From an optimization exercise on the open Yosys and OpenROAD flow, aimed at small area, a short achievable clock period and few clock cycles per item; shortcuts taken in it are not production practice.
In this exercise RTL edits were held to simulation tests only and were not proved equivalent to the original.
Power figures rest on the tool's default switching activity, not on a simulated workload.

## flow/flow/run.sh

```bash
#!/bin/bash
set -euo pipefail
cd "$(dirname "$0")/.."
bash standard.sh "BUFFER_PORTS_ARGS=-buffer_cell sky130_fd_sc_hd__buf_4" finish > run_standard.log 2>&1
```

## flow/standard.sh

```bash
#!/bin/bash
# synth_recipe.tcl (not shown) runs the flow's synth.tcl, then flattens the netlist and writes it again
# the make line also repeats each setting of config.mk as NAME=value (left out here)
make -C /OpenROAD-flow-scripts/flow DESIGN_CONFIG=/design/flow/config.mk WORK_HOME=/design/flow/orfs CLKGATE_MAP_FILE= SYNTH_SCRIPT=/design/flow/synth_recipe.tcl "${@:-finish}"
```

## flow/config.mk

```make
export PLATFORM = sky130hd
export DESIGN_NAME = lru_value_tracker
export DESIGN_NICKNAME = lru_value_tracker
export VERILOG_FILES = /design/flow/design.v
export SDC_FILE = /design/flow/constraint.sdc
export NUM_CORES = 4
export LEC_CHECK = 0
export CAP_MARGIN = 20
export CORE_MARGIN = 2
export CORE_UTILIZATION = 40
export CTS_CLUSTER_DIAMETER = 100
export CTS_CLUSTER_SIZE = 20
export SETUP_SLACK_MARGIN = 2.1
export SLEW_MARGIN = 20
```

## flow/constraint.sdc

```tcl
create_clock -name core_clock -period 4.4 [get_ports {i_clk}]
set_input_delay 0.8800 -clock core_clock [delete_from_list [all_inputs] [get_ports {i_clk}]]
set_output_delay 0.8800 -clock core_clock [all_outputs]
set_load 0.01 [all_outputs]
```

## flow/design.v

```verilog
package lvt_pkg;
    localparam int CAP_W   = 5;
    localparam int FIELD_W = 32;
    localparam logic [CAP_W-1:0] CAP_RESET = 5'd16;
    typedef enum logic [1:0] {
        ST_IDLE,
        ST_SEARCH,
        ST_APPLY
    } t_state;
    typedef struct packed {
        logic load_key;
        logic search;
        logic apply;
    } t_cmd;
    typedef struct packed {
        logic hit;
        logic error;
    } t_stat;
endpackage
module lvt_ctrl #(
    parameter int RES_W = 40
) (
    input  logic             i_clk,
    input  logic             i_rst_n,
    input  logic             i_push,
    input  logic [RES_W-1:0] i_res,
    input  logic             i_out_stall,
    output logic             o_freeze,
    output logic             o_valid,
    output logic [RES_W-1:0] o_res
);
    logic             r_ov;
    logic [RES_W-1:0] r_out;
    logic             freeze;
    assign freeze = r_ov && i_out_stall;
    always_ff @(posedge i_clk) begin
        if (!i_rst_n) r_ov <= 1'b0;
        else          r_ov <= freeze || i_push;
    end
    always_ff @(posedge i_clk) begin
        if (!freeze) r_out <= i_res;
    end
    assign o_freeze = freeze;
    assign o_valid  = r_ov;
    assign o_res    = r_out;
endmodule
module lvt_datapath #(
    parameter int DEPTH      = 16,
    parameter int VALUE_BITS = 32
) (
    input  logic                          i_clk,
    input  logic                          i_rst_n,
    input  logic                          i_cfg_we,
    input  logic [lvt_pkg::CAP_W-1:0]     i_cfg_wdata,
    input  logic                          i_hold,
    input  logic                          i_valid,
    input  logic [lvt_pkg::FIELD_W-1:0]   i_key_value,
    output logic                          o_push,
    output logic                          o_status,
    output logic                          o_hit,
    output logic                          o_evicted_valid,
    output logic [lvt_pkg::FIELD_W-1:0]   o_evicted_value,
    output logic [lvt_pkg::CAP_W-1:0]     o_occupancy
);
    localparam int CNT_W = $clog2(DEPTH + 1);
    localparam int LO_W  = VALUE_BITS / 2;
    logic [VALUE_BITS-1:0]     r_list [DEPTH];
    logic [CNT_W-1:0]          r_cnt;
    logic [lvt_pkg::CAP_W-1:0] r_cap;
    logic                      r_cap0;    
    logic [DEPTH-1:0]      r_lv;
    logic [DEPTH-1:0]      r_ls;
    logic                  r_full;
    logic                  r_v2;
    logic [VALUE_BITS-1:0] r_k2;
    logic [DEPTH-1:0]      r_hlo2;
    logic [DEPTH-1:0]      r_hhi2;
    logic                  r_eq2;
    logic                  r_vb;
    logic [VALUE_BITS-1:0] r_kb;
    logic [DEPTH-1:0]      r_sb;    
    logic                  go;
    logic                  cap0;
    logic                  is_evict;
    logic                  is_insert;
    logic                  found;
    logic [DEPTH-1:0]      missv;
    logic [DEPTH-1:0]      en;
    logic [DEPTH-1:0]      hlo;
    logic [DEPTH-1:0]      hhi;
    logic [DEPTH-1:0]      hlo1;
    logic [DEPTH-1:0]      hhi1;
    logic                  eqb_lo;
    logic                  eqb_hi;
    logic                  eq12;
    logic [DEPTH-1:0]      m2;
    logic [DEPTH-1:0]      s2;
    logic [DEPTH-1:0]      s2s;
    logic [VALUE_BITS-1:0] last;
    assign go = r_vb && !i_hold;
    always_comb begin
        found     = r_sb[0];
        cap0      = r_cap0;
        is_evict  = !found && !cap0 && r_full;
        is_insert = !found && !cap0 && !r_full;
        for (int i = 0; i < DEPTH; i++)
            missv[i] = !cap0 && (r_full ? r_lv[i] : ((i == 0) ? 1'b1 : r_lv[(i == 0) ? 0 : i - 1]));
        for (int i = 0; i < DEPTH; i++)
            en[i] = go && (r_sb[i] || (!found && missv[i]));
    end
    logic [DEPTH-1:0] capsel;
    logic [DEPTH-1:0] lv_ins;
    logic             full_ins;
    logic             full_same;
    logic             ins_now;
    always_comb begin
        for (int i = 0; i < DEPTH; i++)
            capsel[i] = (i == DEPTH - 1) ? (r_cap >= lvt_pkg::CAP_W'(DEPTH)) : (r_cap == lvt_pkg::CAP_W'(i + 1));
        lv_ins    = {r_lv[DEPTH-2:0], 1'b1};
        full_ins  = |(lv_ins & capsel);
        full_same = |(r_lv & capsel);
        ins_now = go && is_insert;
    end
    always_comb begin
        for (int i = 0; i < DEPTH; i++) begin
            hlo[i] = (r_list[i][LO_W-1:0] == i_key_value[LO_W-1:0]);
            hhi[i] = (r_list[i][VALUE_BITS-1:LO_W] == i_key_value[VALUE_BITS-1:LO_W]);
        end
        eqb_lo = (r_kb[LO_W-1:0] == i_key_value[LO_W-1:0]);
        eqb_hi = (r_kb[VALUE_BITS-1:LO_W] == i_key_value[VALUE_BITS-1:LO_W]);
        eq12   = (r_k2 == i_key_value);
        for (int i = 0; i < DEPTH; i++) begin
            hlo1[i] = en[i] ? ((i == 0) ? eqb_lo : hlo[(i == 0) ? 0 : i - 1]) : hlo[i];
            hhi1[i] = en[i] ? ((i == 0) ? eqb_hi : hhi[(i == 0) ? 0 : i - 1]) : hhi[i];
        end
    end
    logic             last2;
    logic             drop2;
    always_comb begin
        m2 = r_hlo2 & r_hhi2 & r_lv;
        for (int i = 0; i < DEPTH; i++)
            s2[i] = |(m2 >> i);
        last2 = |(m2 & r_ls);
        drop2 = found ? r_eq2 : (is_evict && last2);
        for (int i = 0; i < DEPTH; i++)
            s2s[i] = en[i] ? (((i == 0) && r_eq2) || (s2[(i == 0) ? 0 : i - 1] && !drop2)) : s2[i];
    end
    always_comb begin
        last = '0;
        for (int i = 0; i < DEPTH; i++)
            if (r_ls[i]) last = last | r_list[i];
    end
    always_ff @(posedge i_clk) begin
        if (!i_rst_n) begin
            r_cnt   <= '0;
            r_cap   <= lvt_pkg::CAP_RESET;
            r_cap0  <= 1'b0;
            r_lv    <= '0;
            r_ls    <= '0;
            r_full  <= 1'b0;
            r_v2    <= 1'b0;
            r_vb    <= 1'b0;
        end else begin
            if (i_cfg_we) begin
                r_cap  <= i_cfg_wdata;
                r_cap0 <= (i_cfg_wdata == '0);
            end
            if (ins_now) begin
                r_cnt   <= r_cnt + CNT_W'(1);
                r_lv    <= lv_ins;
                r_ls    <= {r_ls[DEPTH-2:0], r_ls == '0};
                r_full  <= full_ins;
            end else begin
                r_full  <= full_same;
            end
            if (!i_hold) begin
                r_v2 <= i_valid;
                r_vb <= r_v2;
            end
        end
    end
    always_ff @(posedge i_clk) begin
        for (int i = 0; i < DEPTH; i++)
            if (en[i]) r_list[i] <= (i == 0) ? r_kb : r_list[(i == 0) ? 0 : i - 1];
        if (!i_hold) begin
            r_k2   <= i_key_value;
            r_hlo2 <= hlo1;
            r_hhi2 <= hhi1;
            r_eq2  <= eq12;
            r_kb   <= r_k2;
            r_sb   <= s2s;
        end
    end
    assign o_push          = go;
    assign o_status        = !found && cap0;
    assign o_hit           = found;
    assign o_evicted_valid = is_evict;
    assign o_evicted_value = is_evict ? last : '0;
    assign o_occupancy     = lvt_pkg::CAP_W'(r_cnt + CNT_W'(is_insert));
endmodule
module lru_value_tracker #(
    parameter int DEPTH      = 16,
    parameter int VALUE_BITS = 32
) (
    input  logic                               i_clk,
    input  logic                               i_rst_n,
    input  logic                               i_cfg_we,
    input  logic [lvt_pkg::CAP_W-1:0]          i_cfg_wdata,
    input  logic                               i_valid,
    output logic                               o_stall,
    input  logic signed [lvt_pkg::FIELD_W-1:0] i_key_value,
    output logic                               o_valid,
    input  logic                               i_stall,
    output logic                               o_status,
    output logic                               o_hit,
    output logic                               o_evicted_valid,
    output logic signed [lvt_pkg::FIELD_W-1:0] o_evicted_value,
    output logic [lvt_pkg::CAP_W-1:0]          o_occupancy
);
    localparam int RES_W = 3 + lvt_pkg::FIELD_W + lvt_pkg::CAP_W;
    logic             hold;
    logic             push;
    logic             st, hit, evv;
    logic [lvt_pkg::FIELD_W-1:0] evval;
    logic [lvt_pkg::CAP_W-1:0]   occ;
    logic [RES_W-1:0] res;
    lvt_datapath #(
        .DEPTH      (DEPTH),
        .VALUE_BITS (VALUE_BITS)
    ) u_datapath (
        .i_clk           (i_clk),
        .i_rst_n         (i_rst_n),
        .i_cfg_we        (i_cfg_we),
        .i_cfg_wdata     (i_cfg_wdata),
        .i_hold          (hold),
        .i_valid         (i_valid && !i_stall),
        .i_key_value     (i_key_value),
        .o_push          (push),
        .o_status        (st),
        .o_hit           (hit),
        .o_evicted_valid (evv),
        .o_evicted_value (evval),
        .o_occupancy     (occ)
    );
    lvt_ctrl #(
        .RES_W (RES_W)
    ) u_ctrl (
        .i_clk       (i_clk),
        .i_rst_n     (i_rst_n),
        .i_push      (push),
        .i_res       ({st, hit, evv, evval, occ}),
        .i_out_stall (i_stall),
        .o_freeze    (hold),
        .o_valid     (o_valid),
        .o_res       (res)
    );
    assign o_stall = i_stall;
    assign {o_status, o_hit, o_evicted_valid, o_evicted_value, o_occupancy} = res;
endmodule
```

==> results.sh, run 1 <==
export IMPL_outcome="complete, no violations"
export IMPL_antenna_found_initial=8
export IMPL_tritoncts="done"
export IMPL_fmax_mhz=426
export IMPL_routed_via_density=6.40
export IMPL_fp_dieW_um=290
export IMPL_syn_to_final_growth_pct=11.7
export IMPL_row_count=104
export IMPL_hpwl_mm=84.4
export IMPL_worstPathArrival_ps=2680
export IMPL_hold_ws_ps=465
export IMPL_final_hold_violation_count=0
export IMPL_cap_viol_max_count=0
export IMPL_holdPathEnd="u_datapath.r_list[0][31]"
export IMPL_grt_max_degree=155
export IMPL_netlist_area_um2=32800
export IMPL_clk_pin_slew_ps=80
export IMPL_multi_input_area_um2=11600
export IMPL_root_buffer="clkbuf_16"
export IMPL_htreeDepth=2
export IMPL_final_area_um2=36600
export IMPL_coreArea_um2=80800
export IMPL_worst_setup_path_end_kind="flip-flop"
export IMPL_yosysTopAreaCell="edfxtp_1"
export IMPL_clkLatencyLatePin_ps=630
export IMPL_yosysWarnings=3
export IMPL_layout_common_cells="edfxtp_1 (665), xor2_1 (545), nor4_1 (142), buf_4 (142)"
export IMPL_drt_initial_drc_count=3501
export IMPL_first_global_vias=21316
export IMPL_tightest_slew_ps=1040
export IMPL_regArea_um2=21000
export IMPL_place_area_um2=34400
export IMPL_tns_ps=0
export IMPL_min_path_type="reg -> reg"
export IMPL_r2r_cells=5
export IMPL_synth_area_top_cells="edfxtp_1 (61%), xor2_1 (15%), dfxtp_1 (2.9%)"
export IMPL_required_ps=4740
export IMPL_irDropWorstVdd_uv=263
export IMPL_r2r_end="u_ctrl.r_out[13]"
export IMPL_fin_worst_skew_ps=41.4
export IMPL_crit_path_max_fanout=35
export IMPL_p_leak_nw=12.0
export IMPL_ys_seq_area_frac=0.638
export IMPL_start_util=0.405
export IMPL_power_density_nw_per_um2=334
export IMPL_nNetsFinal=2408
export IMPL_worstHoldPathCells=0
export IMPL_syn_nets=2349
export IMPL_drc=0
export IMPL_fp_dieArea_um2=84200
export IMPL_ios=84
export IMPL_min_period_over_period=0.533
export IMPL_ys_async_sr_fraction=0
export IMPL_portBuffers=83
export IMPL_rsz0062_at_grt="true"
export IMPL_cts_made_buffers=43
export IMPL_finalCriticalPeriod_ps=2350
export IMPL_postCtsHoldBufs=0
export IMPL_synth_edf_count=665
export IMPL_overflow=0
export IMPL_setup_viol=0
export IMPL_relSlewSlack=0.308
export IMPL_cts_sinks=712
export IMPL_place_congestion=0.978
export IMPL_syn_area_per_cell_um2=14.2
export IMPL_drt_wirelength_per_cell_um=34.7
export IMPL_nFillCells=7056
export IMPL_rrSetupSlack_ps=2050
export IMPL_cp_start_kind="flip-flop"
export IMPL_r2r_start="u_datapath.r_ls[2]"
export IMPL_min_from="u_datapath.r_kb[31]"
export IMPL_final_common_cell="edfxtp_1"
export IMPL_maxSlewViolCount=0
export IMPL_cts_buffer_depth=3
export IMPL_numPlacedInstances=3321
export IMPL_syn_inst=2304
export IMPL_ant_nets=0
export IMPL_post_place_ws_ps=1350
export IMPL_synth_seq_cells=712
export IMPL_track_usage=0.275
export IMPL_grt_pass1_wl_mm=165
export IMPL_drive_above_1_share=0.127
export IMPL_routed_wl_mm=119
export IMPL_fin_ws_ps=2050
export IMPL_dieHeight_um=290
export IMPL_first_pass_iters=7
export IMPL_synth_top_flop_cell="edfxtp_1"
export IMPL_netlist_area_leader_share=0.609
export IMPL_crit_type="reg -> reg"
export IMPL_stdcell_count=3439
export IMPL_ys_types=57
export IMPL_num_vias=22000
## cell usage after synthesis, types with 2 or more instances
cell       number
a22oi_1        66
a21boi_0       36
buf_2          80
xnor2_1        38
xor2_1        545
or3_1           2
nand2_1        79
nor4_1        143
o2111ai_1       3
a21oi_1        20
buf_4           2
o21a_1          2
a2111oi_2       2
clkbuf_1       71
nand2b_1        3
nor2_2         11
o31ai_1         2
a22o_1         96
edfxtp_1      665
nand3b_1        3
a221o_1         2
nor2b_1        12
o21ai_0         7
and2_1          6
buf_1           5
and3_1         45
nand4_1        63
nor4_4          2
mux2i_1        40
o221a_2         2
nand3_1        10
nor3b_1         3
a211oi_1        4
a221oi_2        4
a221oi_1      106
dfxtp_1        47
inv_1           7
nor3_1          4
nor2_1         12
a31oi_1        34
ha_1            3
and3_4          2
## cell families after synthesis
logic type,Yosys count,share of synthesized area
buffers and inverters,168,0.0229
AO/OA/AOI/OAI,392,0.0969
XOR/XNOR,583,0.156
flip-flops,712,0.638
AND/OR/NAND/NOR,405,0.0725
multiplexers,41,0.0126
adder cells (fa/ha/maj),3,0.00115
## per-stage QoR
step                power (W)   util
floorplan             0.00796      -
global placement      0.00817  0.426
detailed placement    0.00818  0.426
CTS                    0.0123  0.451
global route           0.0125  0.453
finish                 0.0122  0.453
## flip-flops by register name, indices dropped and copies added (netlist names), 5 cells and up
name	flops
u_ctrl.r_out	40
u_datapath.r_cap	5
u_datapath.r_cnt	5
u_datapath.r_hhi2	16
u_datapath.r_hlo2	16
u_datapath.r_k2	32
u_datapath.r_kb	32
u_datapath.r_list	512
u_datapath.r_ls	16
u_datapath.r_lv	16
u_datapath.r_sb	16
## power by group
part / leakage (nW) / internal (W) / switching, W
Sequential: 6.75 / 0.00737 / 0.0000670
Combinational: 4.60 / 0.000206 / 0.000403
Clock: 0.597 / 0.00188 / 0.00231
## worst max path at each step
stage | end | startpoint
finish | u_ctrl.r_out[13] | u_datapath.r_ls[2]
global placement | u_datapath.r_cnt[3] | i_stall
detailed placement | u_datapath.r_ls[11] | i_stall
floorplan | u_datapath.r_sb[12] | i_stall
global route | u_datapath.r_sb[8] | u_datapath.r_sb[0]
CTS | u_datapath.r_sb[13] | u_datapath.r_sb[0]
## routing by layer
metal | GRT usage | vias to the layer above | part of all wire
li1 | - | 9002 | -
met5 | 0 | - | 0.00017
met1 | 0.393 | 11230 | 0.41
met3 | 0.0913 | 174 | 0.14
met4 | 0.0680 | 4 | 0.026
met2 | 0.403 | 1590 | 0.43
## timing repair
item / CTS / global route
resized for setup: 41 / 13
setup buffers: 36 / 7
gates cloned: 13 / 1
endpoints found under the setup margin: 610 / 361
pin swaps: 18 / 4
## final cells by class
type / instances / share of cell area
flip-flops and latches: 712 / 0.573
multi-input cells: 1437 / 0.317
repair buffers: 160 / 0.0390
well taps: 1060 / 0.0363
clock buffers: 51 / 0.0317
clock inverters: 6 / 0.00168
inverters: 8 / 0.00127
diodes: 4 / 0.000274
repair inverters: 1 / 0.000205
## worst max-delay path: stages, from the launching register on
cell and delay (ps):
dfxtp_2 380, buf_4 320, a22o_1 320, a221oi_1 600
and3_1 290, a31oi_1 130
Testbench counts, summed over its fixed seeds: cycles 16,024, items 16,000.
==> run 2, diff against run 1 <==
--- a/flow/config.mk
+++ b/flow/config.mk
@@ -8,7 +8,7 @@
 export CAP_MARGIN = 20
 export CORE_MARGIN = 2
-export CORE_UTILIZATION = 40
+export CORE_UTILIZATION = 50
 export CTS_CLUSTER_DIAMETER = 100
 export CTS_CLUSTER_SIZE = 20
-export SETUP_SLACK_MARGIN = 2.1
+export SETUP_SLACK_MARGIN = 2.2
 export SLEW_MARGIN = 20
==> results.sh, run 2 <==
export IMPL_multi_input_area_um2=11600
export IMPL_relSlewSlack=0.342
export IMPL_syn_area_per_cell_um2=14.2
export IMPL_yosysTopAreaCell="edfxtp_1"
export IMPL_routed_via_density=6.72
export IMPL_coreArea_um2=64600
export IMPL_min_period_over_period=0.518
export IMPL_tritoncts="done"
export IMPL_overflow=0
export IMPL_fmax_mhz=439
export IMPL_layout_common_cells="edfxtp_1 (665), xor2_1 (545), nor4_1 (142)"
export IMPL_synth_most_common_cell="edfxtp_1"
export IMPL_outcome="complete, no violations"
export IMPL_dieHeight_um=260
export IMPL_worstPathArrival_ps=2610
export IMPL_synth_top_cells_by_count="edfxtp_1 (665), xor2_1 (545), nor4_1 (143), a221oi_1 (106), a22o_1 (96)"
export IMPL_regArea_um2=21000
export IMPL_ys_async_sr_fraction=0
export IMPL_root_buffer="clkbuf_16"
export IMPL_worst_setup_path_end_kind="flip-flop"
export IMPL_htreeDepth=2
export IMPL_first_pass_iters=6
export IMPL_crit_path_max_fanout=6
export IMPL_clkLatencyLatePin_ps=630
export IMPL_required_ps=4740
export IMPL_fin_worst_skew_ps=27.2
export IMPL_drt_initial_drc_count=3764
export IMPL_track_usage=0.330
export IMPL_fp_dieArea_um2=67600
export IMPL_finalCriticalPeriod_ps=2280
export IMPL_syn_inst=2304
export IMPL_regMostFlops="u_datapath.r_list"
export IMPL_tns_ps=0
export IMPL_min_path_type="reg -> reg"
export IMPL_drt_wirelength_per_cell_um=34.9
export IMPL_power_density_nw_per_um2=334
export IMPL_syn_nets=2349
export IMPL_netlist_area_um2=32800
export IMPL_cts_buffer_depth=3
export IMPL_power_w=0.0121
export IMPL_numPlacedInstances=3109
export IMPL_drc=0
export IMPL_hpwl_mm=81.3
export IMPL_yosysWarnings=3
export IMPL_maxSlewViolCount=0
export IMPL_drive_above_1_share=0.129
export IMPL_cts_sinks=712
export IMPL_ys_types=57
export IMPL_antenna_found_initial=7
export IMPL_nFillCells=5236
export IMPL_synth_area_top_cells="edfxtp_1 (61%), xor2_1 (15%), dfxtp_1 (2.9%)"
export IMPL_cap_viol_max_count=0
export IMPL_portBuffers=83
export IMPL_ant_nets=0
export IMPL_final_common_cell="edfxtp_1"
export IMPL_routed_wl_mm=113
export IMPL_synth_edf_count=665
export IMPL_start_util=0.507
export IMPL_hold_ws_ps=473
export IMPL_largest_reg_flops=512
export IMPL_stdcell_count=3228
export IMPL_syn_to_final_growth_pct=10.5
export IMPL_final_hold_violation_count=0
export IMPL_clk_pin_slew_ps=80
export IMPL_cts_made_buffers=41
export IMPL_setup_viol=0
export IMPL_netlist_area_leader_share=0.609
export IMPL_tightest_slew_ps=987
export IMPL_fp_dieW_um=260
export IMPL_reg_top3="u_datapath.r_list x512, u_ctrl.r_out x40"
export IMPL_first_global_vias=20923
export IMPL_synth_top_flop_cell="edfxtp_1"
export IMPL_ios=84
export IMPL_nNetsFinal=2399
export IMPL_utilization=0.561
export IMPL_rsz0062_at_grt="true"
export IMPL_synth_seq_cells=712
export IMPL_irDropWorstVdd_uv=423
export IMPL_row_count=93
export IMPL_place_congestion=0.978
export IMPL_p_leak_nw=11.9
export IMPL_ys_seq_area_frac=0.638
export IMPL_num_vias=21694
export IMPL_grt_pass1_wl_mm=156
export IMPL_grt_max_degree=155
export IMPL_crit_type="reg -> reg"
export IMPL_cp_start_kind="flip-flop"
## run 2: cell counts after synthesis
No cell type changed its count.
## run 2: power by group
group	total, W	switching, W	internal [W]	leakage (nW)
registers	0.00743	0.0000643	0.00737	6.76
clock network	0.00408	0.00225	0.00183	0.567
logic	0.000602	0.000398	0.000203	4.60
## run 2: cell type report
| class | count | share of cell area |
|---|---|---|
| Inverter | 8 | 0.00107 |
| Timing Repair Buffer | 153 | 0.0383 |
| Antenna cell | 2 | 0.000138 |
| Clock buffer | 58 | 0.0319 |
| Multi-Input combinational cell | 1437 | 0.320 |
| Tap cell | 855 | 0.0295 |
| Timing Repair inverter | 1 | 0.000207 |
| Clock inverter | 2 | 0.000380 |
| Sequential cell | 712 | 0.579 |
## run 2: path summary, 6_finish.rpt
path / startpoint / endpoint / slack (ps) / cells past startpoint
max: u_datapath.r_lv[15] / u_datapath.r_sb[0] / 2120 / 5
min: u_datapath.r_kb[9] / u_datapath.r_list[0][9] / 470 / 0
max reg2reg: u_datapath.r_lv[15] / u_datapath.r_sb[0] / 2120 / 5
min reg2reg: u_datapath.r_kb[9] / u_datapath.r_list[0][9] / 470 / 0
## run 2: critical path: stages (launching register included)
cell and delay [ps]:
dfxtp_1 460, and3_1 350, nor4_4 260, nand4_4 250
a2111oi_4 600, a31oi_1 80
## run 2: repair_timing
action / CTS / global route
pin swaps: 22 / 6
gates cloned: 14 / 0
setup buffers: 37 / 6
hold buffers: 0 / 0
endpoints found under the setup margin: 585 / 222
gates resized for setup: 40 / 27
## run 2: logic make-up after synthesis
family | synth area share
compound gates | 0.0969
xor+xnor | 0.156
fa+ha+maj | 0.00115
buf+inv | 0.0229
mux | 0.0126
simple gates | 0.0725
flops | 0.638
## run 2: metal layers
layer  wire [um]  GRT usage  vias up
met4        2120     0.0610        8
met1       45600      0.485    11089
li1            -          -     8978
met2       47000      0.464     1489
met5          46          0        -
met3       17900      0.130      130
## run 2: through the flow
step / setup WS [ps] / area (um^2)
5_1_grt: 2110 / 36200
3_3_place_gp: 1440 / 34100
3_5_place_dp: 1400 / 34100
4_1_cts: 2100 / 36000
6_report: 2120 / 36200
2_1_floorplan: 1450 / 32900
==> run 3, diff against run 2 <==
--- a/flow/config.mk
+++ b/flow/config.mk
@@ -11,4 +11,5 @@
 export CTS_CLUSTER_DIAMETER = 100
 export CTS_CLUSTER_SIZE = 20
+export PLACE_DENSITY = 0.75
 export SETUP_SLACK_MARGIN = 2.2
 export SLEW_MARGIN = 20
==> results.sh, run 3 <==
export IMPL_holdPathEnd="u_datapath.r_kb[14]"
export IMPL_cts_buffer_depth=3
export IMPL_min_path_type="reg -> reg"
export IMPL_netlist_area_leader_share=0.609
export IMPL_fin_worst_skew_ps=23.8
export IMPL_reg_top3="u_datapath.r_list x512, u_ctrl.r_out x40"
export IMPL_syn_to_final_growth_pct=12.0
export IMPL_cts_sinks=712
export IMPL_synth_top_flop_cell="edfxtp_1"
export IMPL_ant_nets=0
export IMPL_cap_viol_max_count=0
export IMPL_p_leak_nw=12.1
export IMPL_power_density_nw_per_um2=326
export IMPL_power_frac_seq=0.621
export IMPL_required_ps=4720
export IMPL_crit_path_max_fanout=5
export IMPL_synth_area_top_cells="edfxtp_1 (61%), xor2_1 (15%), dfxtp_1 (2.9%)"
export IMPL_ys_async_sr_fraction=0
export IMPL_nFillCells=5072
export IMPL_switchingPower_w=0.00267
export IMPL_drt_wirelength_per_cell_um=34.9
export IMPL_synth_top_cells_by_count="edfxtp_1 (665), xor2_1 (545), nor4_1 (143), a221oi_1 (106), a22o_1 (96)"
export IMPL_regMostFlops="u_datapath.r_list"
export IMPL_tritoncts="done"
export IMPL_drc=0
export IMPL_maxSlewViolCount=0
export IMPL_final_common_cell="edfxtp_1"
export IMPL_fp_dieW_um=260
export IMPL_final_hold_violation_count=0
export IMPL_clock_power_share=0.327
export IMPL_utilization=0.568
export IMPL_min_from="u_datapath.r_k2[14]"
export IMPL_switching_share=0.223
export IMPL_ios=84
export IMPL_worstPathArrival_ps=2650
export IMPL_r2r_cells=5
export IMPL_grt_max_degree=155
export IMPL_synth_seq_cells=712
export IMPL_root_buffer="clkbuf_16"
export IMPL_rrSetupSlack_ps=2080
export IMPL_worstHoldPathCells=0
export IMPL_netlist_area_um2=32800
export IMPL_clkLatencyLatePin_ps=600
export IMPL_yosysWarnings=3
export IMPL_hpwl_mm=78.4
export IMPL_irDropWorstVdd_uv=444
export IMPL_syn_nets=2349
export IMPL_power_frac_comb=0.052
export IMPL_row_count=93
export IMPL_crit_type="reg -> reg"
export IMPL_routed_wl_mm=114
export IMPL_setup_viol=0
export IMPL_htreeDepth=2
export IMPL_tns_ps=0
export IMPL_finalCriticalPeriod_ps=2320
export IMPL_min_period_over_period=0.528
export IMPL_largest_reg_flops=512
export IMPL_cts_made_buffers=41
export IMPL_first_pass_iters=9
export IMPL_internal_power_w=0.00930
export IMPL_yosysTopAreaCell="edfxtp_1"
export IMPL_num_vias=22626
export IMPL_relSlewSlack=0.303
export IMPL_antenna_found_initial=4
export IMPL_worst_setup_path_end_kind="flip-flop"
export IMPL_drive_above_1_share=0.141
export IMPL_track_usage=0.330
export IMPL_coreArea_um2=64600
export IMPL_synth_most_common_cell="edfxtp_1"
export IMPL_routed_via_density=6.95
export IMPL_grt_pass1_wl_mm=158
export IMPL_syn_inst=2304
export IMPL_fp_dieArea_um2=67600
export IMPL_rsz0062_at_grt="true"
export IMPL_syn_area_per_cell_um2=14.2
export IMPL_clk_pin_slew_ps=90
export IMPL_portBuffers=83
export IMPL_tightest_slew_ps=1040
export IMPL_cp_start_kind="flip-flop"
export IMPL_fmax_mhz=430
export IMPL_dieHeight_um=260
export IMPL_ys_seq_area_frac=0.638
export IMPL_synth_edf_count=665
export IMPL_ys_types=57
export IMPL_start_util=0.507
export IMPL_first_global_vias=21549
export IMPL_r2r_start="u_datapath.r_lv[15]"
export IMPL_layout_common_cells="edfxtp_1 (665), xor2_1 (545), nor4_1 (140)"
export IMPL_outcome="complete, no violations"
export IMPL_place_congestion=1.00
export IMPL_nNetsFinal=2428
export IMPL_drt_initial_drc_count=4116
export IMPL_overflow=0
export IMPL_r2r_end="u_datapath.r_sb[0]"
## run 3: cell counts after synthesis
Identical to the previous run, type by type.
## run 3: power groups by stage
stage | clock network (W) | registers [W] | logic, W
floorplan | 0 | 0.00756 | 0.000399
global placement | 0 | 0.00758 | 0.000565
detailed placement | 0 | 0.00759 | 0.000575
CTS | 0.00393 | 0.00743 | 0.000604
global route | 0.00416 | 0.00744 | 0.000651
finish | 0.00392 | 0.00743 | 0.000618
## run 3: stage by stage
step	power [W]	instances	area [um^2]	setup WS (ps)	hold slack [ps]
2_1_floorplan	0.00796	2304	32900	1450	444
3_3_place_gp	0.00815	3106	34100	1380	451
3_5_place_dp	0.00816	3106	34100	1360	455
4_1_cts	0.0120	3243	36400	2090	473
5_1_grt	0.0123	3253	36700	2040	479
6_report	0.0120	3255	36700	2080	470
## run 3: logic make-up after synthesis
logic type      count (synthesis)  share of synthesized area
simple gates                  405                     0.0725
flops                         712                      0.638
fa+ha+maj                       3                    0.00115
xor+xnor                      583                      0.156
buf+inv                       168                     0.0229
compound gates                392                     0.0969
mux                            41                     0.0126
## run 3: worst max-delay path, stage by stage (launching register included)
cell and delay (ps):
dfxtp_1 500, and3_2 350, nor4_4 250, nand4_4 200, a2111oi_4 630, a31oi_1 120
## run 3: worst max-delay path by stage
stage                   startpoint  slack [ps]                         to
2_1_floorplan              i_stall        1450        u_datapath.r_sb[12]
3_3_place_gp       i_key_value[11]        1380      u_datapath.r_hlo2[14]
3_5_place_dp    u_datapath.r_sb[0]        1360        u_datapath.r_sb[15]
4_1_cts         u_datapath.r_sb[0]        2090  u_datapath.r_list[10][17]
5_1_grt        u_datapath.r_lv[15]        2040         u_datapath.r_sb[0]
6_report       u_datapath.r_lv[15]        2080         u_datapath.r_sb[0]
## run 3: area by class of cell
type	count	area, um^2	share of cell area
well taps	855	1070	0.0292
flip-flops and latches	712	21000	0.571
multi-input cells	1438	11700	0.319
repair buffers	181	1810	0.0493
inverters	8	46.3	0.00126
repair inverters	1	7.51	0.000205
clock buffers	57	1090	0.0296
clock inverters	1	8.76	0.000239
diodes	2	5.00	0.000136
## run 3: timing repair
| action | CTS | global route |
|---|---|---|
| pin swaps | 29 | 10 |
| cloned | 15 | 2 |
| hold buffers | 0 | 0 |
| setup endpoints to repair | 564 | 210 |
| gates resized for setup | 61 | 40 |
| setup buffers | 64 | 8 |
## run 3: layer usage
metal | track usage | part of all wire | wire, um | vias to the layer above
li1 | - | - | - | 9036
met1 | 0.472 | 0.38 | 43300 | 11343
met2 | 0.467 | 0.42 | 47400 | 1972
met3 | 0.126 | 0.17 | 18900 | 269
met4 | 0.0967 | 0.034 | 3900 | 6
met5 | 0.00641 | 0.00076 | 86 | -
==> run 4, diff against run 3 <==
--- a/flow/design.v
+++ b/flow/design.v
@@ -80,4 +80,5 @@
     logic [VALUE_BITS-1:0] r_kb;
     logic [DEPTH-1:0]      r_sb;    
+    logic                  r_nf;    
     logic                  go;
     logic                  cap0;
@@ -102,10 +103,10 @@
         found     = r_sb[0];
         cap0      = r_cap0;
-        is_evict  = !found && !cap0 && r_full;
-        is_insert = !found && !cap0 && !r_full;
+        is_evict  = r_nf && !cap0 && r_full;
+        is_insert = r_nf && !cap0 && !r_full;
         for (int i = 0; i < DEPTH; i++)
             missv[i] = !cap0 && (r_full ? r_lv[i] : ((i == 0) ? 1'b1 : r_lv[(i == 0) ? 0 : i - 1]));
         for (int i = 0; i < DEPTH; i++)
-            en[i] = go && (r_sb[i] || (!found && missv[i]));
+            en[i] = go && (r_sb[i] || (r_nf && missv[i]));
     end
     logic [DEPTH-1:0] capsel;
@@ -142,5 +143,5 @@
             s2[i] = |(m2 >> i);
         last2 = |(m2 & r_ls);
-        drop2 = found ? r_eq2 : (is_evict && last2);
+        drop2 = r_nf ? (is_evict && last2) : r_eq2;
         for (int i = 0; i < DEPTH; i++)
             s2s[i] = en[i] ? (((i == 0) && r_eq2) || (s2[(i == 0) ? 0 : i - 1] && !drop2)) : s2[i];
@@ -190,8 +191,9 @@
             r_kb   <= r_k2;
             r_sb   <= s2s;
+            r_nf   <= !s2s[0];
         end
     end
     assign o_push          = go;
-    assign o_status        = !found && cap0;
+    assign o_status        = r_nf && cap0;
     assign o_hit           = found;
     assign o_evicted_valid = is_evict;
--- a/flow/config.mk
+++ b/flow/config.mk
@@ -11,5 +11,4 @@
 export CTS_CLUSTER_DIAMETER = 100
 export CTS_CLUSTER_SIZE = 20
-export PLACE_DENSITY = 0.75
 export SETUP_SLACK_MARGIN = 2.2
 export SLEW_MARGIN = 20
==> results.sh, run 4 <==
export IMPL_outcome="complete, no violations"
export IMPL_grt_max_degree=75
export IMPL_drt_wirelength_per_cell_um=37.3
export IMPL_cap_viol_max_count=0
export IMPL_ys_async_sr_fraction=0
export IMPL_clock_power_share=0.330
export IMPL_syn_to_final_growth_pct=11.6
export IMPL_grt_busiest_layer="met1"
export IMPL_cts_sinks=713
export IMPL_min_path_type="reg -> reg"
export IMPL_place_congestion=0.974
export IMPL_power_density_nw_per_um2=330
export IMPL_root_buffer="clkbuf_16"
export IMPL_fmax_mhz=440
export IMPL_setup_viol=0
export IMPL_r2r_end="u_datapath.r_full"
export IMPL_hold_ws_ps=470
export IMPL_start_util=0.507
export IMPL_worstHoldPathCells=0
export IMPL_netlist_area_um2=32700
export IMPL_required_ps=4870
export IMPL_cp_start_kind="flip-flop"
export IMPL_r2r_cells=8
export IMPL_fp_dieArea_um2=67500
export IMPL_drt_initial_drc_count=3717
export IMPL_relSlewSlack=0.304
export IMPL_syn_inst=2309
export IMPL_grt_use_met1=0.516
export IMPL_holdPathEnd="u_datapath.r_list[0][3]"
export IMPL_p_leak_nw=12.0
export IMPL_portBuffers=83
export IMPL_nNetsFinal=2422
export IMPL_cts_buffer_depth=3
export IMPL_fin_worst_skew_ps=32.9
export IMPL_final_hold_violation_count=0
export IMPL_clkLatencyLatePin_ps=620
export IMPL_hpwl_mm=83.1
export IMPL_slowest_stage="or3_1"
export IMPL_synth_edf_count=666
export IMPL_track_usage=0.353
export IMPL_layout_common_cells="edfxtp_1 (666), xor2_1 (545), buf_4 (153)"
export IMPL_internal_power_w=0.00929
export IMPL_rrSetupSlack_ps=2130
export IMPL_coreArea_um2=64600
export IMPL_postCtsHoldBufs=0
export IMPL_tns_ps=0
export IMPL_switching_share=0.229
export IMPL_synth_seq_cells=713
export IMPL_dieHeight_um=260
export IMPL_worstPathArrival_ps=2740
export IMPL_met3_usage=0.0962
export IMPL_synth_area_top_cells="edfxtp_1 (61%), xor2_1 (15%), a221oi_1 (3.0%)"
export IMPL_slowest_delay_ps=420
export IMPL_crit_path_max_fanout=10
export IMPL_maxSlewViolCount=0
export IMPL_tritoncts="done"
export IMPL_drc=0
export IMPL_worst_setup_path_end_kind="flip-flop"
export IMPL_final_common_cell="edfxtp_1"
export IMPL_crit_type="reg -> reg"
export IMPL_crit_path_cell_trace="nor3b_4 > buf_12 > buf_12 > buf_4 > nand2_1 > or3_1 > o41ai_2 > a21oi_1"
export IMPL_synth_most_common_cell="edfxtp_1"
export IMPL_first_global_vias=21101
export IMPL_antenna_found_initial=5
export IMPL_r2r_start="u_datapath.r_nf"
export IMPL_drive_above_1_share=0.139
export IMPL_finalCriticalPeriod_ps=2270
export IMPL_routed_wl_mm=121
export IMPL_synth_top_flop_cell="edfxtp_1"
export IMPL_clk_pin_slew_ps=90
export IMPL_syn_nets=2354
export IMPL_largest_reg_flops=512
export IMPL_reg_top3="u_datapath.r_list x512, u_ctrl.r_out x40"
export IMPL_power_frac_comb=0.052
export IMPL_rsz0062_at_grt="true"
export IMPL_num_vias=22559
export IMPL_ant_nets=0
export IMPL_switchingPower_w=0.00276
export IMPL_ios=84
export IMPL_min_period_over_period=0.516
export IMPL_yosysTopAreaCell="edfxtp_1"
export IMPL_cts_made_buffers=41
export IMPL_syn_area_per_cell_um2=14.2
export IMPL_routed_via_density=6.96
export IMPL_synth_top_cells_by_count="edfxtp_1 (666), xor2_1 (545), nor4_1 (144), a221oi_1 (111), clkbuf_1 (107)"
export IMPL_first_pass_iters=6
export IMPL_crit_top_cell="buf_12"
export IMPL_ys_seq_area_frac=0.640
export IMPL_ys_types=56
export IMPL_min_from="u_datapath.r_kb[3]"
export IMPL_irDropWorstVdd_uv=348
export IMPL_power_frac_seq=0.618
export IMPL_fp_dieW_um=260
export IMPL_use_met2=0.513
export IMPL_netlist_area_leader_share=0.611
export IMPL_overflow=0
export IMPL_htreeDepth=2
export IMPL_regMostFlops="u_datapath.r_list"
export IMPL_row_count=93
export IMPL_tightest_slew_ps=1040
export IMPL_yosysWarnings=3
export IMPL_grt_pass1_wl_mm=167
[run 4: cell count changes in the layout (fill, tap and decap cells not counted), moves of 7 or more]
cell      before  now
clkbuf_1      16    7
buf_4        138  153
nor2b_1       12    5
buf_12        29   14
dfxtp_2       20    7
nor2_2         0    7
dfxtp_1       19   28
[run 4: power groups by stage]
stage | combinational [W] | clock (W) | sequential, W
final | 0.000625 | 0.00398 | 0.00745
after global routing | 0.000657 | 0.00422 | 0.00745
after CTS | 0.000609 | 0.00401 | 0.00744
after detailed placement | 0.000589 | 0 | 0.00760
after global placement | 0.000586 | 0 | 0.00760
after floorplan | 0.000392 | 0 | 0.00757
[run 4: final cells by class]
| type | instances | area (um^2) |
|---|---|---|
| Multi-Input combinational cell | 1439 | 11700 |
| Tap cell | 855 | 1070 |
| Antenna cell | 1 | 2.50 |
| Clock inverter | 4 | 50.0 |
| Clock buffer | 48 | 1050 |
| Inverter | 7 | 33.8 |
| Timing Repair Buffer | 175 | 1550 |
| Sequential cell | 713 | 21000 |
| Fill cell | 5247 | 28100 |
[run 4: worst max path at each step]
stage                     from                   endpoint  slack [ps]
2_1_floorplan          i_stall        u_datapath.r_sb[12]        1390
3_3_place_gp    i_key_value[2]      u_datapath.r_hlo2[15]        1240
3_5_place_dp   u_datapath.r_nf  u_datapath.r_list[15][29]        1390
4_1_cts        u_datapath.r_nf   u_datapath.r_list[5][28]        2010
5_1_grt        u_datapath.r_nf          u_datapath.r_full        2070
6_report       u_datapath.r_nf          u_datapath.r_full        2130
[run 4: timing repair]
item,in CTS,in global routing
resized for setup,44,44
gates cloned,13,1
setup endpoints to repair,576,391
setup buffers,28,18
pin swaps,17,9
[run 4: through the flow]
step,cell area [um^2],total power (W),setup slack [ps],cells,utilization
2_1_floorplan,32900,0.00796,1390,2309,-
3_3_place_gp,34300,0.00819,1240,3128,0.530
3_5_place_dp,34300,0.00819,1390,3129,0.531
4_1_cts,36000,0.0121,2010,3222,0.558
5_1_grt,36500,0.0123,2070,3241,0.565
6_report,36500,0.0121,2130,3242,0.565
[run 4: kinds of logic (layout without fill, tap and decap cells)]
family	count (synthesis)	in the layout	share of synthesized area
muxes	43	43	0.0133
other	0	1	0
and+or+nand+nor	403	416	0.0710
AOI/OAI and AO/OA	394	394	0.0960
adders and majority gates	3	3	0.00115
DFF	713	713	0.640
buffers and inverters	170	234	0.0224
xor gates and xnor gates	583	583	0.156
[run 4: routing by layer]
| layer | wire [um] | vias up |
|---|---|---|
| li1 | - | 9051 |
| met1 | 48500 | 11423 |
| met2 | 51600 | 1821 |
| met3 | 16300 | 262 |
| met4 | 4490 | 2 |
| met5 | 12 | - |
[run 4: critical path, delay by kind of cell (launching register included)]
family / cells / cell delay, ps
buffers and inverters: 3 / 490
DFF: 1 / 410
AOI/OAI and AO/OA: 2 / 450
and+or+nand+nor: 3 / 790
Testbench counts of run 4, summed over its fixed seeds: cycles 16,024, items 16,000.
==> run 5, diff against run 4 <==
==> flow/flow/run.sh (replaced) <==
#!/bin/bash
set -euo pipefail
cd "$(dirname "$0")/.."
bash standard.sh "BUFFER_PORTS_ARGS=-buffer_cell sky130_fd_sc_hd__buf_8" finish > run_standard.log 2>&1
==> results.sh, run 5 <==
export IMPL_routed_via_density=6.96
export IMPL_tightest_slew_ps=1080
export IMPL_numPlacedInstances=3115
export IMPL_crit_path_cell_trace="nand4_1 > o2111ai_1 > or4_4 > a22o_4 > a22oi_1"
export IMPL_yosysWarnings=3
export IMPL_power_w=0.0120
export IMPL_syn_area_per_cell_um2=14.2
export IMPL_ys_seq_area_frac=0.640
export IMPL_cts_made_buffers=41
export IMPL_drt_initial_drc_count=3881
export IMPL_min_path_type="reg -> reg"
export IMPL_cp_start_kind="flip-flop"
export IMPL_slowest_delay_ps=590
export IMPL_setup_viol=0
export IMPL_synth_edf_count=666
export IMPL_clk_pin_slew_ps=90
export IMPL_coreArea_um2=64600
export IMPL_synth_area_top_cells="edfxtp_1 (61%), xor2_1 (15%), a221oi_1 (3.0%)"
export IMPL_yosysTopAreaCell="edfxtp_1"
export IMPL_slowest_stage="or4_4"
export IMPL_multi_input_area_um2=11500
export IMPL_fin_worst_skew_ps=26.5
export IMPL_root_buffer="clkbuf_16"
export IMPL_tns_ps=0
export IMPL_finalCriticalPeriod_ps=2280
export IMPL_grt_max_degree=146
export IMPL_final_hold_violation_count=0
export IMPL_syn_nets=2354
export IMPL_post_place_ws_ps=1520
export IMPL_cp_top_family="simple AND/OR/NAND/NOR gates"
export IMPL_regMostFlops="u_datapath.r_list"
export IMPL_antenna_found_initial=2
export IMPL_cts_buffer_depth=3
export IMPL_worstPathArrival_ps=2720
export IMPL_num_vias=22475
export IMPL_first_global_vias=21038
export IMPL_regArea_um2=21000
export IMPL_crit_type="reg -> reg"
export IMPL_fp_dieArea_um2=67500
export IMPL_synth_seq_cells=713
export IMPL_worst_setup_path_end_kind="flip-flop"
export IMPL_netlist_area_um2=32700
export IMPL_place_area_um2=34800
export IMPL_fp_dieW_um=260
export IMPL_ant_nets=0
export IMPL_largest_reg_flops=512
export IMPL_reg_top3="u_datapath.r_list x512, u_ctrl.r_out x40"
export IMPL_nNetsFinal=2398
export IMPL_dieHeight_um=260
export IMPL_outcome="complete, no violations"
export IMPL_rsz0062_at_grt="true"
export IMPL_ios=84
export IMPL_syn_to_final_growth_pct=11.9
export IMPL_syn_inst=2309
export IMPL_min_period_over_period=0.518
export IMPL_required_ps=4840
export IMPL_synth_top_flop_cell="edfxtp_1"
export IMPL_drive_above_1_share=0.123
export IMPL_relSlewSlack=0.279
export IMPL_start_util=0.507
export IMPL_ys_async_sr_fraction=0
export IMPL_layout_common_cells="edfxtp_1 (666), xor2_1 (545), nor4_1 (144)"
export IMPL_power_density_nw_per_um2=328
export IMPL_p_leak_nw=12.0
export IMPL_track_usage=0.345
export IMPL_netlist_area_leader_share=0.611
export IMPL_tritoncts="done"
export IMPL_htreeDepth=2
export IMPL_drc=0
export IMPL_fin_ws_ps=2120
export IMPL_first_pass_iters=6
export IMPL_clkLatencyLatePin_ps=610
export IMPL_synth_top_cells_by_count="edfxtp_1 (666), xor2_1 (545), nor4_1 (144), a221oi_1 (111), clkbuf_1 (107)"
export IMPL_ys_types=56
export IMPL_crit_path_max_fanout=20
export IMPL_portBuffers=83
export IMPL_hpwl_mm=83.5
export IMPL_nFillCells=5237
export IMPL_routed_wl_mm=119
export IMPL_cts_sinks=713
export IMPL_stdcell_count=3227
export IMPL_row_count=93
export IMPL_critical_path_buf_inv_count=0
export IMPL_place_congestion=1.02
export IMPL_maxSlewViolCount=0
export IMPL_cap_viol_max_count=0
export IMPL_overflow=0
export IMPL_fmax_mhz=438
export IMPL_final_common_cell="edfxtp_1"
export IMPL_final_area_um2=36600
export IMPL_irDropWorstVdd_uv=265
export IMPL_drt_wirelength_per_cell_um=36.8
export IMPL_synth_most_common_cell="edfxtp_1"
export IMPL_grt_pass1_wl_mm=163
[run 5: cell types whose count changed in the layout (fill, tap and decap cells not counted), sizes merged]
cell / previous run / this run
inv: 9 / 8
clkbuf: 49 / 57
diode: 1 / 4
clkinv: 2 / 0
nor2: 33 / 32
buf: 174 / 152
[run 5: cell type report]
class,instances,share of cell area
sequential,713,0.574
tap,855,0.0292
clock inverter,1,0.000239
timing repair buffer,152,0.0513
clock buffer,57,0.0297
inverter,7,0.000855
antenna,4,0.000273
multi-input combinational,1438,0.315
[run 5: power breakdown]
part	internal, W	leakage, nW	switching [W]
Sequential	0.00737	6.77	0.0000726
Clock	0.00173	0.529	0.00221
Combinational	0.000239	4.73	0.000400
Total	0.00934	12.0	0.00268
[run 5: cells by family (layout without fill, tap and decap cells)]
group / after synthesis / count (layout) / synth area share
buf+inv: 170 / 217 / 0.0224
mux: 43 / 43 / 0.0133
simple gates: 403 / 415 / 0.0710
compound gates: 394 / 394 / 0.0960
fa+ha+maj: 3 / 3 / 0.00115
other cells: 0 / 4 / 0
xor+xnor: 583 / 583 / 0.156
flops: 713 / 713 / 0.640
[run 5: worst paths after layout]
| kind | startpoint | end | slack (ps) | cells after the start |
|---|---|---|---|---|
| worst max-delay path | u_datapath.r_ls[8] | u_datapath.r_sb[12] | 2120 | 5 |
| worst min register to register | u_datapath.r_kb[28] | u_datapath.r_list[0][28] | 470 | 0 |
| worst min-delay path | u_datapath.r_kb[28] | u_datapath.r_list[0][28] | 470 | 0 |
| worst max register to register | u_datapath.r_ls[8] | u_datapath.r_sb[12] | 2120 | 5 |
[run 5: through the flow]
step	util	hold slack, ps
3_3_place_gp	0.539	453
2_1_floorplan	-	427
4_1_cts	0.561	471
3_5_place_dp	0.539	456
6_report	0.567	466
5_1_grt	0.567	484
[run 5: what timing repair did]
action                     in CTS  in global routing
hold buffers                    0                  0
resized for setup              36                 29
setup buffers                  14                 24
pin swaps                      16                 11
setup endpoints to repair     601                178
cloned                          8                  4
[run 5: layer usage]
metal	GRT usage	vias up	wire, um
li1	-	9005	-
met1	0.508	11439	47200
met2	0.472	1814	48300
met3	0.142	213	19800
met4	0.0795	4	3190
met5	0.00926	-	96
==> run 6, diff against run 5 <==
--- a/flow/design.v
+++ b/flow/design.v
@@ -64,5 +64,4 @@
 );
     localparam int CNT_W = $clog2(DEPTH + 1);
-    localparam int LO_W  = VALUE_BITS / 2;
     logic [VALUE_BITS-1:0]     r_list [DEPTH];
     logic [CNT_W-1:0]          r_cnt;
@@ -74,6 +73,5 @@
     logic                  r_v2;
     logic [VALUE_BITS-1:0] r_k2;
-    logic [DEPTH-1:0]      r_hlo2;
-    logic [DEPTH-1:0]      r_hhi2;
+    logic [DEPTH-1:0]      r_m2;
     logic                  r_eq2;
     logic                  r_vb;
@@ -88,10 +86,7 @@
     logic [DEPTH-1:0]      missv;
     logic [DEPTH-1:0]      en;
-    logic [DEPTH-1:0]      hlo;
-    logic [DEPTH-1:0]      hhi;
-    logic [DEPTH-1:0]      hlo1;
-    logic [DEPTH-1:0]      hhi1;
-    logic                  eqb_lo;
-    logic                  eqb_hi;
+    logic [DEPTH-1:0]      mk;
+    logic [DEPTH-1:0]      mk1;
+    logic                  eqb;
     logic                  eq12;
     logic [DEPTH-1:0]      m2;
@@ -124,20 +119,15 @@
     end
     always_comb begin
-        for (int i = 0; i < DEPTH; i++) begin
-            hlo[i] = (r_list[i][LO_W-1:0] == i_key_value[LO_W-1:0]);
-            hhi[i] = (r_list[i][VALUE_BITS-1:LO_W] == i_key_value[VALUE_BITS-1:LO_W]);
-        end
-        eqb_lo = (r_kb[LO_W-1:0] == i_key_value[LO_W-1:0]);
-        eqb_hi = (r_kb[VALUE_BITS-1:LO_W] == i_key_value[VALUE_BITS-1:LO_W]);
-        eq12   = (r_k2 == i_key_value);
-        for (int i = 0; i < DEPTH; i++) begin
-            hlo1[i] = en[i] ? ((i == 0) ? eqb_lo : hlo[(i == 0) ? 0 : i - 1]) : hlo[i];
-            hhi1[i] = en[i] ? ((i == 0) ? eqb_hi : hhi[(i == 0) ? 0 : i - 1]) : hhi[i];
-        end
+        for (int i = 0; i < DEPTH; i++)
+            mk[i] = (r_list[i] == i_key_value[VALUE_BITS-1:0]);
+        eqb  = (r_kb == i_key_value[VALUE_BITS-1:0]);
+        eq12 = (r_k2 == i_key_value[VALUE_BITS-1:0]);
+        for (int i = 0; i < DEPTH; i++)
+            mk1[i] = en[i] ? ((i == 0) ? eqb : mk[(i == 0) ? 0 : i - 1]) : mk[i];
     end
     logic             last2;
     logic             drop2;
     always_comb begin
-        m2 = r_hlo2 & r_hhi2 & r_lv;
+        m2 = r_m2 & r_lv;
         for (int i = 0; i < DEPTH; i++)
             s2[i] = |(m2 >> i);
@@ -186,6 +176,5 @@
         if (!i_hold) begin
             r_k2   <= i_key_value;
-            r_hlo2 <= hlo1;
-            r_hhi2 <= hhi1;
+            r_m2   <= mk1;
             r_eq2  <= eq12;
             r_kb   <= r_k2;
==> flow/flow/run.sh (replaced) <==
#!/bin/bash
set -euo pipefail
cd "$(dirname "$0")/.."
bash standard.sh "BUFFER_PORTS_ARGS=-buffer_cell sky130_fd_sc_hd__buf_4" finish > run_standard.log 2>&1
==> results.sh, run 6 <==
export IMPL_min_from="u_datapath.r_sb[0]"
export IMPL_crit_type="in -> reg"
export IMPL_ys_types=55
export IMPL_crit_path_max_fanout=19
export IMPL_fp_dieArea_um2=66500
export IMPL_antenna_found_initial=6
export IMPL_tns_ps=0
export IMPL_synth_area_top_cells="edfxtp_1 (61%), xnor2_1 (15%), dfxtp_1 (2.9%)"
export IMPL_cp_start_kind="primary input"
export IMPL_yosysWarnings=3
export IMPL_routed_via_density=7.22
export IMPL_synthMuxAreaShare=0.00874
export IMPL_synth_top_cells_by_count="edfxtp_1 (650), xnor2_1 (550), nand4_1 (146), a221oi_1 (107), nand2_1 (104)"
export IMPL_postCtsHoldBufs=0
export IMPL_cts_sinks=697
export IMPL_clkLatencyLatePin_ps=630
export IMPL_synth_top_flop_cell="edfxtp_1"
export IMPL_required_ps=4830
export IMPL_grt_max_degree=89
export IMPL_power_frac_seq=0.602
export IMPL_synth_fa_ha_area_frac=0.00117
export IMPL_netlist_area_um2=32200
export IMPL_p_leak_nw=10.6
export IMPL_syn_nets=2347
export IMPL_power_frac_comb=0.070
export IMPL_relSlewSlack=0.400
export IMPL_largest_reg_flops=512
export IMPL_num_vias=23228
export IMPL_r2r_start="u_datapath.r_list[4][13]"
export IMPL_power_density_nw_per_um2=337
export IMPL_cts_buffer_depth=3
export IMPL_outcome="complete, no violations"
export IMPL_tightest_slew_ps=893
export IMPL_netlist_area_leader_share=0.606
export IMPL_syn_inst=2302
export IMPL_ant_nets=0
export IMPL_worstPathArrival_ps=2790
export IMPL_drt_wirelength_per_cell_um=42.6
export IMPL_first_global_vias=21365
export IMPL_rsz0062_at_grt="true"
export IMPL_fp_dieW_um=258
export IMPL_regMostFlops="u_datapath.r_list"
export IMPL_drt_initial_drc_count=4353
export IMPL_syn_area_per_cell_um2=14.0
export IMPL_nNetsFinal=2395
export IMPL_tritoncts="done"
export IMPL_track_usage=0.405
export IMPL_hold_ws_ps=470
export IMPL_synth_most_common_cell="edfxtp_1"
export IMPL_post_place_ws_ps=1150
export IMPL_switching_share=0.238
export IMPL_row_count=93
export IMPL_drive_above_1_share=0.136
export IMPL_syn_to_final_growth_pct=11.4
export IMPL_ys_async_sr_fraction=0
export IMPL_portBuffers=83
export IMPL_irDropWorstVdd_uv=262
export IMPL_dieHeight_um=258
export IMPL_setup_viol=0
export IMPL_hpwl_mm=92.5
export IMPL_switchingPower_w=0.00287
export IMPL_finalCriticalPeriod_ps=2360
export IMPL_synthXorXnorAreaFrac=0.159
export IMPL_synth_top_family_by_area="XOR/XNOR gates"
export IMPL_root_buffer="clkbuf_16"
export IMPL_final_common_cell="edfxtp_1"
export IMPL_layout_common_cells="edfxtp_1 (650), xnor2_1 (527), nand4_1 (146)"
export IMPL_fin_ws_ps=2040
export IMPL_overflow=0
export IMPL_critPathLaunch="i_key_value[13]"
export IMPL_maxSlewViolCount=0
export IMPL_grt_pass1_wl_mm=184
export IMPL_ys_seq_area_frac=0.635
export IMPL_min_period_over_period=0.536
export IMPL_synth_compound_area_frac=0.0980
export IMPL_cts_made_buffers=40
export IMPL_power_w=0.0121
export IMPL_drc=0
export IMPL_start_util=0.502
export IMPL_htreeDepth=2
export IMPL_worst_setup_path_end_kind="flip-flop"
export IMPL_min_path_type="reg -> reg"
export IMPL_fin_worst_skew_ps=30.5
export IMPL_clock_power_share=0.329
export IMPL_coreArea_um2=64100
export IMPL_synth_edf_count=650
export IMPL_routed_wl_mm=137
export IMPL_internal_power_w=0.00922
export IMPL_final_hold_violation_count=0
export IMPL_clk_pin_slew_ps=90
export IMPL_synth_seq_cells=697
export IMPL_yosysTopAreaCell="edfxtp_1"
export IMPL_place_congestion=1.06
export IMPL_first_pass_iters=6
export IMPL_synth_simple_area_share=0.0722
export IMPL_reg_top3="u_datapath.r_list x512, u_ctrl.r_out x40"
export IMPL_ios=84
export IMPL_cap_viol_max_count=0
export IMPL_fmax_mhz=424
## run 6: power groups by stage
stage	Combinational (W)	Clock (W)	Sequential, W
after CTS	0.000801	0.00397	0.00727
after global placement	0.000789	0	0.00743
after global routing	0.000849	0.00418	0.00729
final	0.000841	0.00397	0.00728
after detailed placement	0.000781	0	0.00743
after floorplan	0.000471	0	0.00740
## run 6: final cells by class
type                            count  area (um^2)
Clock inverter                      2         20.0
Tap cell                          855         1070
Sequential cell                   697        20500
Clock buffer                       49         1080
Timing Repair Buffer              172         1600
Multi-Input combinational cell   1434        11600
Fill cell                        5292        28300
Inverter                            5         36.3
Antenna cell                        2         5.00
## run 6: path summary, 6_finish.rpt
kind / endpoint / slack (ps) / depth (start not counted)
setup / recovery: u_datapath.r_m2[4] / 2040 / 6
hold / removal: u_ctrl.r_out[38] / 470 / 0
setup reg to reg: u_datapath.r_m2[4] / 2090 / 5
hold reg to reg: u_ctrl.r_out[38] / 470 / 0
## run 6: timing repair
action | 4_1_cts | 5_1_grt
resized for setup | 55 | 47
gates cloned | 5 | 2
buffers inserted | 33 | 10
pin swaps | 14 | 8
endpoints found under the setup margin | 514 | 449
hold endpoints to repair | 0 | 0
## run 6: cell families after synthesis
logic type,after synthesis
buffers and inverters,176
flip-flops,697
multiplexers,28
AND/OR/NAND/NOR,417
AO/OA/AOI/OAI,398
adder cells (fa/ha/maj),3
XOR/XNOR,583
## run 6: critical path, stage by stage
cell	delay [ps]
buf_4	220
xnor2_1	740
nand4_1	210
nor4_2	360
nand2_1	150
mux2i_1	210
## run 6: metrics by stage
| step | util | area (um^2) | std cells |
|---|---|---|---|
| floorplan | - | 32400 | 2302 |
| global placement | 0.524 | 33600 | 3113 |
| detailed placement | 0.524 | 33600 | 3113 |
| CTS | 0.552 | 35400 | 3202 |
| global route | 0.559 | 35900 | 3214 |
| finish | 0.559 | 35900 | 3216 |
## run 6: layer usage
metal,up-vias,wire length (um),GRT usage,share of wire
met5,-,36,0,0.00026
met4,6,9970,0.218,0.073
met3,419,19200,0.114,0.14
met2,2151,58800,0.601,0.43
met1,11726,49100,0.543,0.36
li1,8926,-,-,-
Testbench counts of run 6, summed over its fixed seeds: cycles 16,024, items 16,000.
==> run 7, diff against run 6 <==
--- a/flow/config.mk
+++ b/flow/config.mk
@@ -10,5 +10,5 @@
 export CORE_UTILIZATION = 50
 export CTS_CLUSTER_DIAMETER = 100
-export CTS_CLUSTER_SIZE = 20
+export CTS_CLUSTER_SIZE = 25
 export SETUP_SLACK_MARGIN = 2.2
 export SLEW_MARGIN = 20
==> results.sh, run 7 <==
export IMPL_outcome="complete, no violations"
export IMPL_cts_sinks=697
export IMPL_ys_seq_area_frac=0.635
export IMPL_cap_viol_max_count=0
export IMPL_synth_most_common_cell="edfxtp_1"
export IMPL_min_period_over_period=0.536
export IMPL_synth_top_flop_cell="edfxtp_1"
export IMPL_numPlacedInstances=3113
export IMPL_row_count=93
export IMPL_cts_made_buffers=35
export IMPL_synth_area_top_cells="edfxtp_1 (61%), xnor2_1 (15%), dfxtp_1 (2.9%)"
export IMPL_final_hold_violation_count=0
export IMPL_p_leak_nw=10.6
export IMPL_multi_input_area_um2=11400
export IMPL_reg_top3="u_datapath.r_list x512, u_ctrl.r_out x40"
export IMPL_required_ps=4850
export IMPL_drt_initial_drc_count=4333
export IMPL_fmax_mhz=424
export IMPL_start_util=0.502
export IMPL_relSlewSlack=0.453
export IMPL_worst_setup_path_end_kind="flip-flop"
export IMPL_grt_max_degree=89
export IMPL_r2r_start="u_datapath.r_list[9][26]"
export IMPL_min_from="u_datapath.r_kb[10]"
export IMPL_routed_via_density=7.24
export IMPL_rrSetupSlack_ps=2080
export IMPL_netlist_area_um2=32200
export IMPL_first_pass_iters=6
export IMPL_netlist_area_leader_share=0.606
export IMPL_fp_dieW_um=258
export IMPL_ys_types=55
export IMPL_min_path_type="reg -> reg"
export IMPL_ant_nets=0
export IMPL_htreeDepth=2
export IMPL_dieHeight_um=258
export IMPL_power_density_nw_per_um2=339
export IMPL_overflow=0
export IMPL_antenna_found_initial=7
export IMPL_cts_buffer_depth=3
export IMPL_syn_inst=2302
export IMPL_setup_viol=0
export IMPL_place_congestion=1.06
export IMPL_tns_ps=0
export IMPL_nNetsFinal=2390
export IMPL_largest_reg_flops=512
export IMPL_num_vias=23252
export IMPL_regArea_um2=20500
export IMPL_yosysWarnings=3
export IMPL_hold_ws_ps=455
export IMPL_cp_start_kind="primary input"
export IMPL_portBuffers=83
export IMPL_synth_top_cells_by_count="edfxtp_1 (650), xnor2_1 (550), nand4_1 (146), a221oi_1 (107), nand2_1 (104)"
export IMPL_syn_to_final_growth_pct=11.0
export IMPL_worstHoldPathCells=0
export IMPL_layout_common_cells="edfxtp_1 (650), xnor2_1 (534), nand4_1 (146)"
export IMPL_syn_area_per_cell_um2=14.0
export IMPL_r2r_cells=5
export IMPL_regMostFlops="u_datapath.r_list"
export IMPL_maxSlewViolCount=0
export IMPL_ys_async_sr_fraction=0
export IMPL_grt_pass1_wl_mm=184
export IMPL_crit_path_max_fanout=19
export IMPL_final_common_cell="edfxtp_1"
export IMPL_holdPathEnd="u_datapath.r_list[0][10]"
export IMPL_postCtsHoldBufs=0
export IMPL_finalCriticalPeriod_ps=2360
export IMPL_syn_nets=2347
export IMPL_r2r_end="u_datapath.r_m2[9]"
export IMPL_irDropWorstVdd_uv=270
export IMPL_coreArea_um2=64100
export IMPL_fp_dieArea_um2=66500
export IMPL_fin_worst_skew_ps=27.4
export IMPL_ios=84
export IMPL_yosysTopAreaCell="edfxtp_1"
export IMPL_tightest_slew_ps=821
export IMPL_track_usage=0.405
export IMPL_drt_wirelength_per_cell_um=42.7
export IMPL_synth_edf_count=650
export IMPL_stdcell_count=3213
export IMPL_hpwl_mm=92.5
export IMPL_synth_seq_cells=697
export IMPL_routed_wl_mm=137
export IMPL_worstPathArrival_ps=2810
export IMPL_crit_type="in -> reg"
export IMPL_clk_pin_slew_ps=100
export IMPL_drc=0
export IMPL_first_global_vias=21482
export IMPL_root_buffer="clkbuf_16"
export IMPL_tritoncts="done"
export IMPL_rsz0062_at_grt="true"
export IMPL_nFillCells=5296
export IMPL_clkLatencyLatePin_ps=610
export IMPL_drive_above_1_share=0.131
-- run 7: logic make-up after synthesis --
| family | count (synthesis) | share of synthesized area |
|---|---|---|
| AO/OA/AOI/OAI | 398 | 0.0980 |
| XOR/XNOR | 583 | 0.159 |
| adder cells (fa/ha/maj) | 3 | 0.00117 |
| buffers and inverters | 176 | 0.0261 |
| flip-flops | 697 | 0.635 |
| multiplexers | 28 | 0.00874 |
| AND/OR/NAND/NOR | 417 | 0.0721 |
-- run 7: area by class of cell --
| cell class | instances | share of cell area |
|---|---|---|
| repair buffers | 172 | 0.0451 |
| multi-input cells | 1434 | 0.320 |
| inverters | 5 | 0.000875 |
| well taps | 855 | 0.0299 |
| clock inverters | 8 | 0.00396 |
| flip-flops and latches | 697 | 0.573 |
| clock buffers | 41 | 0.0263 |
| diodes | 1 | 0.0000700 |
-- run 7: worst max path at each step --
stage          cells past startpoint                     from                        to  slack (ps)
2_1_floorplan                      3                  i_stall       u_datapath.r_m2[14]        1860
3_3_place_gp                       6                  i_stall  u_datapath.r_list[14][1]        1190
3_5_place_dp                       7                  i_stall       u_datapath.r_sb[14]        1150
4_1_cts                            5  u_datapath.r_list[0][9]        u_datapath.r_m2[0]        2110
5_1_grt                            6          u_datapath.r_nf        u_datapath.r_sb[7]        2150
6_report                           6          i_key_value[26]        u_datapath.r_m2[9]        2040
-- run 7: power breakdown --
part           internal (W)  switching (W)
Clock               0.00174        0.00225
Combinational      0.000276       0.000561
Sequential          0.00721      0.0000670
Total               0.00923        0.00288
-- run 7: metal layers --
metal	track usage	routed length, um	vias to the layer above
li1	-	-	8900
met1	0.547	49100	11750
met2	0.595	58600	2157
met3	0.111	19400	439
met4	0.227	10000	6
met5	0	31	-
-- run 7: stage by stage --
step	setup slack (ps)	instance area [um^2]	util	power, W
2_1_floorplan	1860	32400	-	0.00787
3_3_place_gp	1190	33600	0.524	0.00822
3_5_place_dp	1150	33600	0.524	0.00821
4_1_cts	2110	35400	0.552	0.0121
5_1_grt	2150	35700	0.557	0.0123
6_report	2040	35700	0.557	0.0121
-- run 7: critical path, cell delays in order --
cell and delay [ps]:
buf_4 240, xnor2_1 590, nand4_1 380, nor4_1 440
nand2_1 130, mux2i_1 150
-- run 7: what timing repair did --
action | CTS | global route
hold endpoints to repair | 0 | 0
cloned | 6 | 2
pin swaps | 15 | 6
gates resized for setup | 55 | 29
endpoints found under the setup margin | 515 | 237
setup buffers | 33 | 9

-- afterwards: timing with drivers on the ports --
The flow's constraints put no driver on any port. The routed layouts listed below were extracted and timed again, unchanged, in two steps.
Step 1 sets driving cells, clkbuf_16 on the clock port and buf_2 on the other inputs (assumed; they add their load-dependent delay and slew).
Step 2 also shifts input and output timing later by t, the mid clock arrival at the registers, as if the neighbouring blocks saw the same clock.
a / b / c = no drivers / after step 1 / after step 2; a / b = the first two.
run | t, ns | setup WS [ns] | hold WS [ns] | worst setup path at the end | worst register clock-pin slew, ns
run 1 | 0.671 | 2.055 / 2.055 / 1.415 | 0.465 / 0.465 / 0.465 | input to register | 0.10 / 0.10
run 2 | 0.680 | 2.123 / 2.123 / 1.709 | 0.473 / 0.463 / 0.473 | input to register | 0.10 / 0.10
run 3 | 0.650 | 2.075 / 2.075 / 1.499 | 0.470 / 0.470 / 0.470 | input to register | 0.09 / 0.09
run 4 | 0.670 | 2.128 / 2.128 / 1.512 | 0.470 / 0.466 / 0.470 | input to register | 0.10 / 0.10
run 5 | 0.655 | 2.119 / 2.119 / 1.702 | 0.466 / 0.466 / 0.466 | input to register | 0.10 / 0.10
run 6 | 0.679 | 2.043 / 2.085 / 1.406 | 0.470 / 0.470 / 0.470 | input to register | 0.10 / 0.10
run 7 | 0.661 | 2.043 / 2.076 / 1.421 | 0.455 / 0.455 / 0.455 | input to register | 0.12 / 0.12
After both steps every run listed still meets setup and hold. For run 1, which loses most, drivers alone change the setup slack by 0.000 ns; drivers and shift together by -0.640 ns.
